From an optimization exercise on the open Yosys and OpenROAD flow, aimed at small area, a short achievable clock period and few clock cycles; shortcuts taken in it are not production practice. At most, simulation tests tie the RTL to the original design; equivalence was not proved. Power is estimated from default activity; no workload was simulated.

Setup of north:
==> module centroid_reporter, before the edit <==
module centroid_reporter #(
    parameter int K1 = 1,
    parameter int K2 = 3,
    parameter int K3 = 3,
    parameter int K4 = 2
) (
    input  logic                      clk,
    input  logic                      rst,
    input  logic                      go,           
    input  logic                      phase,        
    input  logic                      empty_done,   
    input  ccl_region_pkg::label_t    n_labels,
    input  logic [8:0]                area_in,
    input  logic [10:0]               sum_x_in,
    input  logic [10:0]               sum_y_in,
    output logic                      region_valid,
    output ccl_region_pkg::label_t    region_label,
    output ccl_region_pkg::area_t     region_area,
    output ccl_region_pkg::centroid_t centroid_x,
    output ccl_region_pkg::centroid_t centroid_y,
    output logic                      report_done
);
    logic [10:0] s_in;
    logic [7:0]  r0, r1, r2, r3, r4;
    logic [8:0]  nb0, nb1, nb2, nb3, nb4;
    logic [8:0]  q1, q2, q3, q4;
    logic [7:0]  r1_q, r2_q, r3_q;
    logic [8:0]  nb1_q, nb2_q, nb3_q;
    logic [8:0]  q1_q, q2_q, q3_q;
    logic [8:0]  a1_q, a2_q, a3_q;
    logic        v1_q, v2_q, v3_q;
    logic        y1_q, y2_q, y3_q;
    logic        out_x, out_y;
    ccl_region_pkg::label_t next_label;
    assign s_in = phase ? sum_y_in : sum_x_in;
    assign r0  = {1'b0, s_in[10:4]};
    assign nb0 = {s_in[3:0], 5'd0};
    div_stage #(.N(K1)) st1 (.r_in(r0),   .nb_in(nb0),   .q_in(9'd0), .a(area_in),
                             .r_out(r1),  .nb_out(nb1),  .q_out(q1));
    div_stage #(.N(K2)) st2 (.r_in(r1_q), .nb_in(nb1_q), .q_in(q1_q), .a(a1_q),
                             .r_out(r2),  .nb_out(nb2),  .q_out(q2));
    div_stage #(.N(K3)) st3 (.r_in(r2_q), .nb_in(nb2_q), .q_in(q2_q), .a(a2_q),
                             .r_out(r3),  .nb_out(nb3),  .q_out(q3));
    div_stage #(.N(K4)) st4 (.r_in(r3_q), .nb_in(nb3_q), .q_in(q3_q), .a(a3_q),
                             .r_out(r4),  .nb_out(nb4),  .q_out(q4));
    always_ff @(posedge clk) begin
        r1_q  <= r1;
        nb1_q <= nb1;
        q1_q  <= q1;
        a1_q  <= area_in;
        y1_q  <= phase;
        r2_q  <= r2;
        nb2_q <= nb2;
        q2_q  <= q2;
        a2_q  <= a1_q;
        y2_q  <= y1_q;
        r3_q  <= r3;
        nb3_q <= nb3;
        q3_q  <= q3;
        a3_q  <= a2_q;
        y3_q  <= y2_q;
    end
    assign next_label = region_label + 1'b1;
    assign out_x      = v3_q && !y3_q;
    assign out_y      = v3_q && y3_q;
    always_ff @(posedge clk) begin
        if (rst) begin
            v1_q         <= 1'b0;
            v2_q         <= 1'b0;
            v3_q         <= 1'b0;
            region_valid <= 1'b0;
            report_done  <= 1'b0;
            region_label <= '0;
        end else begin
            v1_q <= go;
            v2_q <= v1_q;
            v3_q <= v2_q;
            region_valid <= out_y;
            report_done  <= (out_y && next_label == n_labels) || empty_done;
            if (out_y)
                region_label <= next_label;
            else if (report_done)
                region_label <= '0;
        end
    end
    always_ff @(posedge clk) begin
        if (out_x)
            centroid_x <= q4;
        centroid_y  <= q4;
        region_area <= a3_q;
    end
endmodule
==> module ccl_centroid, before the edit <==
module ccl_centroid (
    input  logic                      clk,
    input  logic                      reset,
    input  logic                      img_vsync,
    input  logic                      img_href,
    input  logic                      img_bit,
    output logic                      region_valid,
    output ccl_region_pkg::label_t    region_label,
    output ccl_region_pkg::area_t     region_area,
    output ccl_region_pkg::centroid_t centroid_x,
    output ccl_region_pkg::centroid_t centroid_y,
    output logic                      report_done
);
    logic                   rst_q;
    logic                   pix_valid;
    logic                   pix_bit;
    ccl_frame_pkg::coord_t  pix_x;
    ccl_frame_pkg::coord_t  pix_y;
    logic                   frame_start;
    logic                   frame_end;
    ccl_region_pkg::label_t cur_label;
    logic                   need_new;
    ccl_region_pkg::label_t n_labels;
    logic                   acc_en;
    logic                   acc_new;
    ccl_frame_pkg::coord_t  acc_x;
    ccl_frame_pkg::coord_t  acc_y;
    ccl_region_pkg::label_t addr;       
    logic [31:1]            sel;        
    logic                   busy;
    logic                   phase;
    logic                   go;
    logic                   empty_done;
    logic [8:0]             area_rd;
    logic [10:0]            sum_x_rd;
    logic [10:0]            sum_y_rd;
    frame_timing frame_timing_inst (
        .clk         (clk),
        .reset       (reset),
        .img_vsync   (img_vsync),
        .img_href    (img_href),
        .img_bit     (img_bit),
        .rst_q       (rst_q),
        .pix_valid   (pix_valid),
        .pix_bit     (pix_bit),
        .pix_x       (pix_x),
        .pix_y       (pix_y),
        .frame_start (frame_start),
        .frame_end   (frame_end)
    );
    label_assigner label_assigner_inst (
        .clk         (clk),
        .pix_valid   (pix_valid),
        .pix_bit     (pix_bit),
        .pix_x       (pix_x),
        .pix_y       (pix_y),
        .frame_start (frame_start),
        .cur_label   (cur_label),
        .need_new    (need_new),
        .n_labels    (n_labels)
    );
    assign go         = busy || (frame_end && n_labels != 5'd0);
    assign empty_done = frame_end && n_labels == 5'd0;
    always_ff @(posedge clk) begin
        if (rst_q) begin
            busy  <= 1'b0;
            phase <= 1'b0;
        end else if (go) begin
            phase <= ~phase;
            busy  <= ~(phase && addr == n_labels);
        end
    end
    always_ff @(posedge clk) begin
        acc_en  <= pix_valid;
        acc_new <= pix_valid && need_new;
        acc_x   <= pix_x;
        acc_y   <= pix_y;
        if (pix_valid)
            addr <= cur_label;
        else if (go)
            addr <= phase ? addr + 1'b1 : addr;
        else
            addr <= 5'd1;
    end
    always_comb begin
        for (int i = 1; i < 32; i++)
            sel[i] = (addr == 5'(i));
    end
    region_accumulator region_accumulator_inst (
        .clk      (clk),
        .acc_en   (acc_en),
        .acc_new  (acc_new),
        .sel      (sel),
        .acc_x    (acc_x),
        .acc_y    (acc_y),
        .area_rd  (area_rd),
        .sum_x_rd (sum_x_rd),
        .sum_y_rd (sum_y_rd)
    );
    centroid_reporter centroid_reporter_inst (
        .clk          (clk),
        .rst          (rst_q),
        .go           (go),
        .phase        (phase),
        .empty_done   (empty_done),
        .n_labels     (n_labels),
        .area_in      (area_rd),
        .sum_x_in     (sum_x_rd),
        .sum_y_in     (sum_y_rd),
        .region_valid (region_valid),
        .region_label (region_label),
        .region_area  (region_area),
        .centroid_x   (centroid_x),
        .centroid_y   (centroid_y),
        .report_done  (report_done)
    );
endmodule
clock: 34.0 ns
lec_check: 0
cap_margin: 20
core_margin: 2
core_utilization: 40
cts_cluster_diameter: 150
cts_cluster_size: 24
slew_margin: 20
standard.sh (not shown) runs the stock make flow with config.mk's settings and CLKGATE_MAP_FILE= SYNTH_SCRIPT=/design/flow/synth_recipe.tcl, a recipe that flattens the netlist after the stock synthesis.
==> flow/flow/run.sh <==
#!/bin/bash
# Standard ORFS layout, except that the port buffers are buf_4 cells rather
# than the delay buffers buffer_ports picks by default.
set -euo pipefail
bash standard.sh BUFFER_PORTS_ARGS="-buffer_cell sky130_fd_sc_hd__buf_4" finish > flow_make.log 2>&1
The following lists how south was set up differently from north:
diff --git a/flow/design.v b/flow/design.v
--- a/flow/design.v
+++ b/flow/design.v
@@ -235,6 +235,7 @@
     input  logic                      rst,
     input  logic                      go,           
     input  logic                      phase,        
+    input  logic                      single,       
     input  logic                      empty_done,   
     input  ccl_region_pkg::label_t    n_labels,
     input  logic [8:0]                area_in,
@@ -256,8 +257,10 @@
     logic [8:0]  q1_q, q2_q, q3_q;
     logic [8:0]  a1_q, a2_q, a3_q;
     logic        v1_q, v2_q, v3_q;
-    logic        y1_q, y2_q, y3_q;
+    logic        y1_q, y2_q, y3_q;          
+    logic        b1_q, b2_q, b3_q;          
     logic        out_x, out_y;
+    ccl_region_pkg::label_t n_done;         
     ccl_region_pkg::label_t next_label;
     assign s_in = phase ? sum_y_in : sum_x_in;
     assign r0  = {1'b0, s_in[10:4]};
@@ -274,8 +277,11 @@
         r1_q  <= r1;
         nb1_q <= nb1;
         q1_q  <= q1;
-        a1_q  <= area_in;
-        y1_q  <= phase;
+        a1_q  <= single ? {1'b0, sum_x_in[3:0], sum_y_in[3:0]} : area_in;
+        y1_q  <= phase || single;
+        b1_q  <= single;
+        b2_q  <= b1_q;
+        b3_q  <= b2_q;
         r2_q  <= r2;
         nb2_q <= nb2;
         q2_q  <= q2;
@@ -287,8 +293,8 @@
         a3_q  <= a2_q;
         y3_q  <= y2_q;
     end
-    assign next_label = region_label + 1'b1;
-    assign out_x      = v3_q && !y3_q;
+    assign next_label = n_done + 1'b1;
+    assign out_x      = (v3_q && !y3_q) || b3_q;
     assign out_y      = v3_q && y3_q;
     always_ff @(posedge clk) begin
         if (rst) begin
@@ -297,7 +303,7 @@
             v3_q         <= 1'b0;
             region_valid <= 1'b0;
             report_done  <= 1'b0;
-            region_label <= '0;
+            n_done       <= '0;
         end else begin
             v1_q <= go;
             v2_q <= v1_q;
@@ -305,16 +311,17 @@
             region_valid <= out_y;
             report_done  <= (out_y && next_label == n_labels) || empty_done;
             if (out_y)
-                region_label <= next_label;
+                n_done <= next_label;
             else if (report_done)
-                region_label <= '0;
+                n_done <= '0;
         end
     end
     always_ff @(posedge clk) begin
         if (out_x)
-            centroid_x <= q4;
-        centroid_y  <= q4;
-        region_area <= a3_q;
+            centroid_x <= b3_q ? {a3_q[7:4], 5'd0} : q4;
+        centroid_y  <= b3_q ? {a3_q[3:0], 5'd0} : q4;
+        region_area <= b3_q ? 9'd1 : a3_q;
+        region_label <= next_label;
     end
 endmodule
 `timescale 1ns/1ps
@@ -350,6 +357,8 @@
     logic                   busy;
     logic                   phase;
     logic                   go;
+    logic                   single;     
+    logic                   advance;    
     logic                   empty_done;
     logic [8:0]             area_rd;
     logic [10:0]            sum_x_rd;
@@ -380,14 +389,16 @@
         .n_labels    (n_labels)
     );
     assign go         = busy || (frame_end && n_labels != 5'd0);
+    assign single     = !phase && area_rd == 9'd1;
+    assign advance    = phase || single;
     assign empty_done = frame_end && n_labels == 5'd0;
     always_ff @(posedge clk) begin
         if (rst_q) begin
             busy  <= 1'b0;
             phase <= 1'b0;
         end else if (go) begin
-            phase <= ~phase;
-            busy  <= ~(phase && addr == n_labels);
+            phase <= ~advance;
+            busy  <= ~(advance && addr == n_labels);
         end
     end
     always_ff @(posedge clk) begin
@@ -398,7 +409,7 @@
         if (pix_valid)
             addr <= cur_label;
         else if (go)
-            addr <= phase ? addr + 1'b1 : addr;
+            addr <= advance ? addr + 1'b1 : addr;
         else
             addr <= 5'd1;
     end
@@ -422,6 +433,7 @@
         .rst          (rst_q),
         .go           (go),
         .phase        (phase),
+        .single       (single),
         .empty_done   (empty_done),
         .n_labels     (n_labels),
         .area_in      (area_rd),
## What came out
Looking at group drawing the most power, the sequential cells result is from north; the combinational logic one comes from south. south vs north, met2 layer wire length in the routed design went up by 2.9 mm. In south, the die area came out 1.6% above the value in north. Changes observed in south relative to north: total wire length rose about 5.5%, initial antenna violation count moved down. [south] worst reg-to-reg setup slack fell 0.12 ns relative to north. south vs north on met2 routing resource usage after global routing: south is the higher one. From north to south the numbers moved as follows: netlist area before placement higher, power higher, maximum resistive drop on vdd higher, met1 track demand over resource in global routing higher. south: full flow OK, the timing, design-rule and antenna checks passed. met4 as the uppermost layer routed was reported by south, and met5 by north.
Testbench counts of south, summed over its fixed seeds: cycles 56,369.
For north, only the layout was checked, not whether the RTL still works.

-- static timing again, ports no longer ideal --
No port has a modelled driver above. Below, the same layouts with a new extraction and two added sets of constraints. Step 1 sets driving cells, clkbuf_16 on the clock port and buf_2 on the other inputs (assumed; they add their load-dependent delay and slew). Step 2, shift: input delay + t, output delay - t, t = (earliest + latest rising clock arrival at the registers) / 2. This alone moves slack from input paths to output paths. Three values: ideal ports, drivers, drivers and shift; two values: the first two.
| run | shift t [ns] | slack for setup (ns) | hold WS [ns] | latest minus earliest clock arrival (ns) | worst slew at a driven data input, ns |
|---|---|---|---|---|---|
| north | 0.741 | 25.900 / 25.828 / 26.569 | 0.324 / 0.324 / 0.324 | 0.089 / 0.090 | 0.03 |
| south | 0.754 | 25.977 / 25.902 / 26.583 | 0.335 / 0.335 / 0.335 | 0.043 / 0.043 | 0.03 |
After both steps every run listed still meets setup and hold.
